What follows belongs to an exercise in optimizing a design on an open flow for small area, a short achievable clock period and few clock cycles per item; a production flow would make more cautious choices. At most, simulation tests tie the RTL to the original design; equivalence was not proved.

## exp/amber
==> flow/design.v <==
`default_nettype none
package lsw_pkg;
  localparam int unsigned PortsDefault        = 8;
  localparam int unsigned TableEntriesDefault = 256;
  localparam int unsigned CmdQueueDepth       = 2;
  localparam int unsigned ResQueueDepth       = 2;
  localparam int unsigned PortMaskW           = 8;
  localparam int unsigned CfgIdxW             = 1;
  localparam int unsigned CfgDataW            = 16;
  localparam logic [CfgIdxW-1:0] CfgSwitchId      = 1'b0;
  localparam logic [CfgIdxW-1:0] CfgControlPeriod = 1'b1;
  localparam logic [7:0]  SwitchIdReset      = 8'd0;
  localparam logic [15:0] ControlPeriodReset = 16'd10;
  localparam logic [1:0] ActNone    = 2'd0;
  localparam logic [1:0] ActForward = 2'd1;
  localparam logic [1:0] ActFlood   = 2'd2;
  localparam logic [1:0] ActControl = 2'd3;
  localparam logic [1:0] SndHost   = 2'd1;
  localparam logic [1:0] SndSwitch = 2'd2;
  typedef enum logic [1:0] {
    OpTick = 2'd0,
    OpCtrl = 2'd1,
    OpData = 2'd2,
    OpDrop = 2'd3
  } op_e;
  typedef struct packed {
    op_e        op;
    logic [2:0] in_port;
    logic [7:0] src;
    logic [7:0] dst;
    logic [1:0] sender_type;
    logic [7:0] adv_root;
    logic [7:0] adv_dist;
    logic       sender_child;
  } cmd_t;
  typedef struct packed {
    logic [1:0]           action;
    logic [2:0]           out_port;
    logic [PortMaskW-1:0] port_mask;
    logic [7:0]           ctl_root;
    logic [7:0]           ctl_dist;
    logic [PortMaskW-1:0] child_mask;
  } result_t;
  localparam int unsigned CmdW = 40;
  localparam int unsigned ResW = 37;
  function automatic logic [PortMaskW-1:0] all_ports(input integer ports);
    integer i;
    all_ports = '0;
    for (i = 0; i < PortMaskW; i = i + 1) begin
      all_ports[i] = (i < ports);
    end
  endfunction
endpackage
`default_nettype wire
`default_nettype none
module learning_switch_with_tree_election_unit #(
  parameter int unsigned PORTS         = lsw_pkg::PortsDefault,
  parameter int unsigned TABLE_ENTRIES = lsw_pkg::TableEntriesDefault
) (
  input  wire                          clk_i,
  input  wire                          rst_ni,
  input  wire                          cfg_we_i,
  input  wire  [lsw_pkg::CfgIdxW-1:0]  cfg_idx_i,
  input  wire  [lsw_pkg::CfgDataW-1:0] cfg_wdata_i,
  input  wire                          push,
  output logic                         full,
  input  wire                          kind_i,
  input  wire  [2:0]                   in_port_i,
  input  wire  [7:0]                   pkt_src_i,
  input  wire  [7:0]                   pkt_dst_i,
  input  wire                          is_control_i,
  input  wire  [1:0]                   sender_type_i,
  input  wire  [7:0]                   adv_root_i,
  input  wire  [7:0]                   adv_dist_i,
  input  wire                          sender_child_i,
  output logic                         empty,
  input  wire                          pop,
  output logic [1:0]                   action_o,
  output logic [2:0]                   out_port_o,
  output logic [7:0]                   port_mask_o,
  output logic [7:0]                   ctl_root_o,
  output logic [7:0]                   ctl_dist_o,
  output logic [7:0]                   child_mask_o
);
  logic       v0_q;
  logic       kind0_q, ctrl0_q, child0_q;
  logic [2:0] port0_q;
  logic [7:0] aroot0_q, cand0_q;
  logic [15:0] shi0_q, slo0_q;
  logic       cov0_q, host0_q, sw0_q;
  logic [3:0]  dtop0_q, dmid0_q;
  logic [15:0] dlo0_q;
  logic       accept;
  logic [8:0] cand_in;
  assign cand_in = {1'b0, adv_dist_i} + 9'd1;
  assign accept = push && !full;
  always_ff @(posedge clk_i or negedge rst_ni) begin
    if (!rst_ni) v0_q <= 1'b0;
    else         v0_q <= accept;
  end
  always_ff @(posedge clk_i) begin
    kind0_q  <= kind_i;
    ctrl0_q  <= is_control_i;
    child0_q <= sender_child_i;
    port0_q  <= in_port_i;
    shi0_q   <= (accept && kind_i) ? (16'd1 << pkt_src_i[7:4]) : 16'd0;
    slo0_q   <= 16'd1 << pkt_src_i[3:0];
    aroot0_q <= adv_root_i;
    cand0_q  <= cand_in[8] ? 8'hFF : cand_in[7:0];
    cov0_q   <= cand_in[8];
    host0_q  <= (sender_type_i == lsw_pkg::SndHost);
    sw0_q    <= (sender_type_i == lsw_pkg::SndSwitch);
    dtop0_q  <= 4'd1 << pkt_dst_i[7:6];
    dmid0_q  <= 4'd1 << pkt_dst_i[5:4];
    dlo0_q   <= 16'd1 << pkt_dst_i[3:0];
  end
  logic [255:0] tvalid_q;
  logic [2:0]   tport_q [256];
  logic [255:0] twe;
  always_comb begin
    for (int i = 0; i < 256; i++) twe[i] = shi0_q[i/16] && slo0_q[i%16] && !tvalid_q[i];
  end
  always_ff @(posedge clk_i or negedge rst_ni) begin
    if (!rst_ni) tvalid_q <= '0;
    else         tvalid_q <= tvalid_q | twe;
  end
  always_ff @(posedge clk_i) begin
    for (int i = 0; i < 256; i++) begin
      if (twe[i]) tport_q[i] <= port0_q;
    end
  end
  logic       v1_q;
  logic       kind1_q, ctrl1_q, child1_q, host1_q, sw1_q, hit1, cov1_q;
  logic [2:0] port1_q, hport1;
  logic [7:0] aroot1_q, cand1_q;
  logic [3:0] rd_grp [16];
  logic [3:0][3:0] rd_quad;
  logic [3:0][3:0] quad1_q;
  logic [3:0] dtop1_q;
  logic [3:0] rd_ent;
  always_comb begin
    for (int j = 0; j < 16; j++) begin
      rd_grp[j] = '0;
      for (int k = 0; k < 16; k++) begin
        rd_grp[j] = rd_grp[j] | ({4{dlo0_q[k]}} & {tport_q[16*j+k], tvalid_q[16*j+k]});
      end
    end
    for (int g = 0; g < 4; g++) begin
      rd_quad[g] = '0;
      for (int m = 0; m < 4; m++) begin
        rd_quad[g] = rd_quad[g] | ({4{dmid0_q[m]}} & rd_grp[4*g+m]);
      end
    end
  end
  always_comb begin
    rd_ent = '0;
    for (int g = 0; g < 4; g++) rd_ent = rd_ent | ({4{dtop1_q[g]}} & quad1_q[g]);
  end
  always_ff @(posedge clk_i or negedge rst_ni) begin
    if (!rst_ni) v1_q <= 1'b0;
    else         v1_q <= v0_q;
  end
  always_ff @(posedge clk_i) begin
    kind1_q  <= kind0_q;
    ctrl1_q  <= ctrl0_q;
    child1_q <= child0_q;
    host1_q  <= host0_q;
    sw1_q    <= sw0_q;
    port1_q  <= port0_q;
    aroot1_q <= aroot0_q;
    cand1_q  <= cand0_q;
    cov1_q   <= cov0_q;
    quad1_q  <= rd_quad;
    dtop1_q  <= dtop0_q;
  end
  logic [15:0] pm1_q, pm1_d;       
  logic        pz_q, pz_d;         
  logic [7:0]  root_q, root_d;
  logic [7:0]  dist_q, dist_d;
  logic        pknown_q, pknown_d;
  logic [2:0]  pport_q, pport_d;
  logic [7:0]  tree_q, tree_d;
  logic [15:0] tick1_q, tick1_d;   
  logic        fire_q, fire_d;     
  logic [15:0] cfg_pm1;
  logic [15:0] tick_inc;
  logic        fire, upd_lt, upd_eq, set_bit;
  logic [7:0]  in_bit;
  logic [1:0]  r_act;
  logic [19:0] r_pay;
  assign hit1     = rd_ent[0];
  assign hport1   = rd_ent[3:1];
  assign tick_inc = tick1_q + 16'd1;
  assign cfg_pm1  = cfg_wdata_i - 16'd1;
  assign fire     = fire_q;
  assign in_bit   = 8'd1 << port1_q;
  assign upd_lt   = sw1_q && (aroot1_q < root_q);
  assign upd_eq   = sw1_q && (aroot1_q == root_q) && !cov1_q && (dist_q > cand1_q);
  assign set_bit  = host1_q ||
                    (sw1_q && (upd_lt || upd_eq || (pknown_q && pport_q == port1_q) || child1_q));
  always_comb begin
    pm1_d    = pm1_q;
    pz_d     = pz_q;
    root_d   = root_q;
    dist_d   = dist_q;
    pknown_d = pknown_q;
    pport_d  = pport_q;
    tree_d   = tree_q;
    tick1_d  = tick1_q;
    fire_d   = fire_q;
    r_act    = lsw_pkg::ActNone;
    r_pay    = '0;
    if (v1_q) begin
      if (!kind1_q) begin
        if (fire) begin
          tick1_d = 16'd1;
          fire_d  = pz_q || (pm1_q == 16'd0);
          r_act  = lsw_pkg::ActControl;
          r_pay  = {pport_q, pknown_q, dist_q, root_q};
        end else begin
          tick1_d = tick_inc;
          fire_d  = pz_q || (tick1_q >= pm1_q);
        end
      end else if (ctrl1_q) begin
        if (upd_lt) root_d = aroot1_q;
        if (upd_lt || upd_eq) begin
          pknown_d = 1'b1;
          pport_d  = port1_q;
          dist_d   = cand1_q;
        end
        tree_d = set_bit ? (tree_q | in_bit) : (tree_q & ~in_bit);
      end else if (hit1) begin
        r_act = lsw_pkg::ActForward;
        r_pay = {17'd0, hport1};
      end else begin
        r_act = lsw_pkg::ActFlood;
        r_pay = {12'd0, (pknown_q ? tree_q : 8'hFF) & ~in_bit};
      end
    end
    if (cfg_we_i) begin
      if (cfg_idx_i == lsw_pkg::CfgSwitchId) begin
        root_d   = cfg_wdata_i[7:0];
        dist_d   = '0;
        pknown_d = 1'b0;
        pport_d  = '0;
      end else begin
        pm1_d    = cfg_pm1;
        pz_d     = (cfg_wdata_i == 16'd0);
        fire_d   = (tick1_q >= cfg_wdata_i);
      end
    end
  end
  always_ff @(posedge clk_i or negedge rst_ni) begin
    if (!rst_ni) begin
      pm1_q    <= lsw_pkg::ControlPeriodReset - 16'd1;
      pz_q     <= 1'b0;
      root_q   <= lsw_pkg::SwitchIdReset;
      dist_q   <= '0;
      pknown_q <= 1'b0;
      pport_q  <= '0;
      tree_q   <= '0;
      tick1_q  <= 16'd1;
      fire_q   <= 1'b0;
    end else begin
      pm1_q    <= pm1_d;
      pz_q     <= pz_d;
      root_q   <= root_d;
      dist_q   <= dist_d;
      pknown_q <= pknown_d;
      pport_q  <= pport_d;
      tree_q   <= tree_d;
      tick1_q  <= tick1_d;
      fire_q   <= fire_d;
    end
  end
  logic [21:0] q_mem [3];
  logic [1:0]  q_wr_q, q_rd_q, q_cnt_q;
  logic        hv_q;
  logic [2:0]  cnt_q, cnt_d;
  logic        take, q_push, q_pop, head_load;
  logic [21:0] head_src;
  logic [36:0] head_q;
  function automatic logic [36:0] decode(input logic [21:0] e);
    logic [1:0]  a;
    logic [19:0] p;
    a = e[21:20];
    p = e[19:0];
    decode = '0;
    decode[36:35] = a;
    unique case (a)
      lsw_pkg::ActForward: decode[34:32] = p[2:0];
      lsw_pkg::ActFlood:   decode[31:24] = p[7:0];
      lsw_pkg::ActControl: begin
        decode[31:24] = 8'hFF;
        decode[23:16] = p[7:0];
        decode[15:8]  = p[15:8];
        decode[7:0]   = p[16] ? (8'd1 << p[19:17]) : 8'd0;
      end
      default: ;
    endcase
  endfunction
  assign take      = !hv_q || pop;
  assign head_load = take && (q_cnt_q != 2'd0 || v1_q);
  assign q_pop     = take && (q_cnt_q != 2'd0);
  assign q_push    = v1_q && !(take && q_cnt_q == 2'd0);
  assign head_src  = (q_cnt_q != 2'd0) ? q_mem[q_rd_q] : {r_act, r_pay};
  always_ff @(posedge clk_i or negedge rst_ni) begin
    if (!rst_ni) begin
      hv_q    <= 1'b0;
      q_wr_q  <= '0;
      q_rd_q  <= '0;
      q_cnt_q <= '0;
    end else begin
      hv_q  <= head_load || (hv_q && !pop);
      if (q_push) q_wr_q <= (q_wr_q == 2'd2) ? 2'd0 : q_wr_q + 2'd1;
      if (q_pop)  q_rd_q <= (q_rd_q == 2'd2) ? 2'd0 : q_rd_q + 2'd1;
      if (q_push && !q_pop) q_cnt_q <= q_cnt_q + 2'd1;
      else if (q_pop && !q_push) q_cnt_q <= q_cnt_q - 2'd1;
    end
  end
  always_ff @(posedge clk_i) begin
    if (q_push) q_mem[q_wr_q] <= {r_act, r_pay};
  end
  always_ff @(posedge clk_i or negedge rst_ni) begin
    if (!rst_ni)        head_q <= '0;
    else if (head_load) head_q <= decode(head_src);
  end
  assign {action_o, out_port_o, port_mask_o, ctl_root_o, ctl_dist_o, child_mask_o} = head_q;
  assign empty = !hv_q;
  assign cnt_d = cnt_q + {2'd0, accept} - {2'd0, hv_q && pop};
  always_ff @(posedge clk_i or negedge rst_ni) begin
    if (!rst_ni) begin
      cnt_q <= '0;
      full  <= 1'b0;
    end else begin
      cnt_q <= cnt_d;
      full  <= (cnt_d == 3'd4);
    end
  end
endmodule
`default_nettype wire
clock: 6.0 ns
lec_check: 0
cap_margin: 20
core_margin: 2
core_utilization: 60
cts_cluster_diameter: 100
cts_cluster_size: 25
setup_slack_margin: 3.6
slew_margin: 20
run.sh (not shown) runs the stock make flow with config.mk's settings and CLKGATE_MAP_FILE= SYNTH_SCRIPT=/design/flow/synth_recipe.tcl, a recipe that flattens the netlist after the stock synthesis.
Testbench counts of exp/amber, summed over its fixed seeds: cycles 24,024, items 24,000.
Relative to exp/amber, the following input files were edited for exp/lagoon:
-- flow/design.v --
<<< exp/amber, line 174
    dtop1_q  <= dtop0_q;
  end
  logic [15:0] pm1_q, pm1_d;       
  logic        pz_q, pz_d;         
  logic [7:0]  root_q, root_d;
  logic [7:0]  dist_q, dist_d;
>>> exp/lagoon, line 174
    dtop1_q  <= dtop0_q;
  end
  logic [15:0] period_q, period_d;
  logic [7:0]  root_q, root_d;
  logic [7:0]  dist_q, dist_d;
<<< exp/amber, line 181
  logic [2:0]  pport_q, pport_d;
  logic [7:0]  tree_q, tree_d;
  logic [15:0] tick1_q, tick1_d;   
  logic        fire_q, fire_d;     
  logic [15:0] cfg_pm1;
  logic [15:0] tick_inc;
  logic        fire, upd_lt, upd_eq, set_bit;
  logic [7:0]  in_bit;
>>> exp/lagoon, line 180
  logic [2:0]  pport_q, pport_d;
  logic [7:0]  tree_q, tree_d;
  logic signed [16:0] rem_q, rem_d;
  logic               rc_q, rc_d;
  logic               fire_q, fire_d;   
  logic signed [16:0] rc_rem;
  logic        fire, upd_lt, upd_eq, set_bit;
  logic [7:0]  in_bit;
<<< exp/amber, line 191
  assign hit1     = rd_ent[0];
  assign hport1   = rd_ent[3:1];
  assign tick_inc = tick1_q + 16'd1;
  assign cfg_pm1  = cfg_wdata_i - 16'd1;
  assign fire     = fire_q;
  assign in_bit   = 8'd1 << port1_q;
>>> exp/lagoon, line 190
  assign hit1     = rd_ent[0];
  assign hport1   = rd_ent[3:1];
  assign rc_rem   = $signed({1'b0, period_q}) - rem_q;
  assign fire     = fire_q;
  assign in_bit   = 8'd1 << port1_q;
<<< exp/amber, line 200
                    (sw1_q && (upd_lt || upd_eq || (pknown_q && pport_q == port1_q) || child1_q));
  always_comb begin
    pm1_d    = pm1_q;
    pz_d     = pz_q;
    root_d   = root_q;
    dist_d   = dist_q;
>>> exp/lagoon, line 198
                    (sw1_q && (upd_lt || upd_eq || (pknown_q && pport_q == port1_q) || child1_q));
  always_comb begin
    period_d = period_q;
    root_d   = root_q;
    dist_d   = dist_q;
<<< exp/amber, line 207
    pport_d  = pport_q;
    tree_d   = tree_q;
    tick1_d  = tick1_q;
    fire_d   = fire_q;
    r_act    = lsw_pkg::ActNone;
    r_pay    = '0;
>>> exp/lagoon, line 204
    pport_d  = pport_q;
    tree_d   = tree_q;
    rem_d    = rem_q;
    rc_d     = 1'b0;
    fire_d   = fire_q;
    if (rc_q) begin
      rem_d  = rc_rem;
      fire_d = (rc_rem <= 0);
    end
    r_act    = lsw_pkg::ActNone;
    r_pay    = '0;
<<< exp/amber, line 214
      if (!kind1_q) begin
        if (fire) begin
          tick1_d = 16'd1;
          fire_d  = pz_q || (pm1_q == 16'd0);
          r_act  = lsw_pkg::ActControl;
          r_pay  = {pport_q, pknown_q, dist_q, root_q};
        end else begin
          tick1_d = tick_inc;
          fire_d  = pz_q || (tick1_q >= pm1_q);
        end
      end else if (ctrl1_q) begin
>>> exp/lagoon, line 216
      if (!kind1_q) begin
        if (fire) begin
          rem_d   = $signed({1'b0, period_q}) - 17'sd1;
          fire_d  = (period_q <= 16'd1);
          r_act  = lsw_pkg::ActControl;
          r_pay  = {pport_q, pknown_q, dist_q, root_q};
        end else begin
          rem_d   = rem_q - 17'sd1;
          fire_d  = (rem_q == 17'sd1);
        end
      end else if (ctrl1_q) begin
<<< exp/amber, line 245
        pport_d  = '0;
      end else begin
        pm1_d    = cfg_pm1;
        pz_d     = (cfg_wdata_i == 16'd0);
        fire_d   = (tick1_q >= cfg_wdata_i);
      end
    end
>>> exp/lagoon, line 247
        pport_d  = '0;
      end else begin
        period_d = cfg_wdata_i;
        rem_d    = rc_q ? rem_q : rc_rem;
        rc_d     = 1'b1;
      end
    end
<<< exp/amber, line 253
  always_ff @(posedge clk_i or negedge rst_ni) begin
    if (!rst_ni) begin
      pm1_q    <= lsw_pkg::ControlPeriodReset - 16'd1;
      pz_q     <= 1'b0;
      root_q   <= lsw_pkg::SwitchIdReset;
      dist_q   <= '0;
>>> exp/lagoon, line 255
  always_ff @(posedge clk_i or negedge rst_ni) begin
    if (!rst_ni) begin
      period_q <= lsw_pkg::ControlPeriodReset;
      root_q   <= lsw_pkg::SwitchIdReset;
      dist_q   <= '0;
<<< exp/amber, line 260
      pport_q  <= '0;
      tree_q   <= '0;
      tick1_q  <= 16'd1;
      fire_q   <= 1'b0;
    end else begin
      pm1_q    <= pm1_d;
      pz_q     <= pz_d;
      root_q   <= root_d;
      dist_q   <= dist_d;
>>> exp/lagoon, line 261
      pport_q  <= '0;
      tree_q   <= '0;
      rem_q    <= 17'($signed({1'b0, lsw_pkg::ControlPeriodReset}) - 17'sd1);
      rc_q     <= 1'b0;
      fire_q   <= 1'b0;
    end else begin
      period_q <= period_d;
      root_q   <= root_d;
      dist_q   <= dist_d;
<<< exp/amber, line 270
      pport_q  <= pport_d;
      tree_q   <= tree_d;
      tick1_q  <= tick1_d;
      fire_q   <= fire_d;
    end
>>> exp/lagoon, line 271
      pport_q  <= pport_d;
      tree_q   <= tree_d;
      rem_q    <= rem_d;
      rc_q     <= rc_d;
      fire_q   <= fire_d;
    end
==> comparison <==
- exp/lagoon has completed all stages; timing, DRC and antenna checks passed.
- exp/lagoon vs. exp/amber: share of synthesized registers carrying an async set or reset was more or less identical, overall routing resource usage went up by 0.69 points, register area was more or less identical.
- Across both runs, multiplexer share of the synthesized area was higher for exp/lagoon than for exp/amber.
- Looking at kind of critical path, the reg -> out result is from exp/amber; the reg -> reg one comes from exp/lagoon.
- Standard cell with the maximum stage delay on the critical path: sky130_fd_sc_hd__dfrtp_1 -> exp/amber, sky130_fd_sc_hd__or4_4 -> exp/lagoon
- Delta (exp/lagoon minus exp/amber): number of antenna violations at the first check in global routing picked up an extra 4, proportion of final cell area spent on non-clock buffers picked up an extra 0.55 points, required time at the endpoint of the critical path picked up an extra 1780 ps.
- Measured against each other, exp/lagoon and exp/amber differ in routed wire length on met2, the higher figure coming from exp/lagoon.
- exp/lagoon vs exp/amber — via count climbed by a few percent
For exp/lagoon, only the layout was checked, not whether the RTL still works.

port drivers added, routing unchanged:
Ports are ideal in the flow. The routed layouts listed here were re-timed in OpenROAD.
Step 1 (the two cells are an assumption about what drives the block):
set clk [get_ports {clk_i}]
set_driving_cell -lib_cell sky130_fd_sc_hd__clkbuf_16 $clk
set_driving_cell -lib_cell sky130_fd_sc_hd__buf_2 [delete_from_list [all_inputs] $clk]
Step 2 adds t to the input delays and takes it off the output delays; t is the mean of the earliest and latest rising clock arrival at the registers after step 1. Input paths then give back, and output paths get back, about the clock's delay inside the block.
a / b / c = no drivers / after step 1 / after step 2; a / b = the first two.
| run | t (ns) | slack for setup (ns) | worst hold slack (ns) | latest minus earliest clock arrival (ns) | worst data-port slew with drivers (ns) |
|---|---|---|---|---|---|
| exp/amber | 0.745 | 3.546 / 3.474 / 2.958 | 0.331 / 0.331 / 0.331 | 0.040 / 0.040 | 0.12 |
| exp/lagoon | 0.756 | 3.201 / 3.201 / 2.887 | 0.322 / 0.322 / 0.322 | 0.051 / 0.051 | 0.12 |
After both steps setup and hold are still met in every run listed. For exp/amber, which loses most, drivers alone change the setup slack by -0.072 ns; drivers and shift together by -0.588 ns.
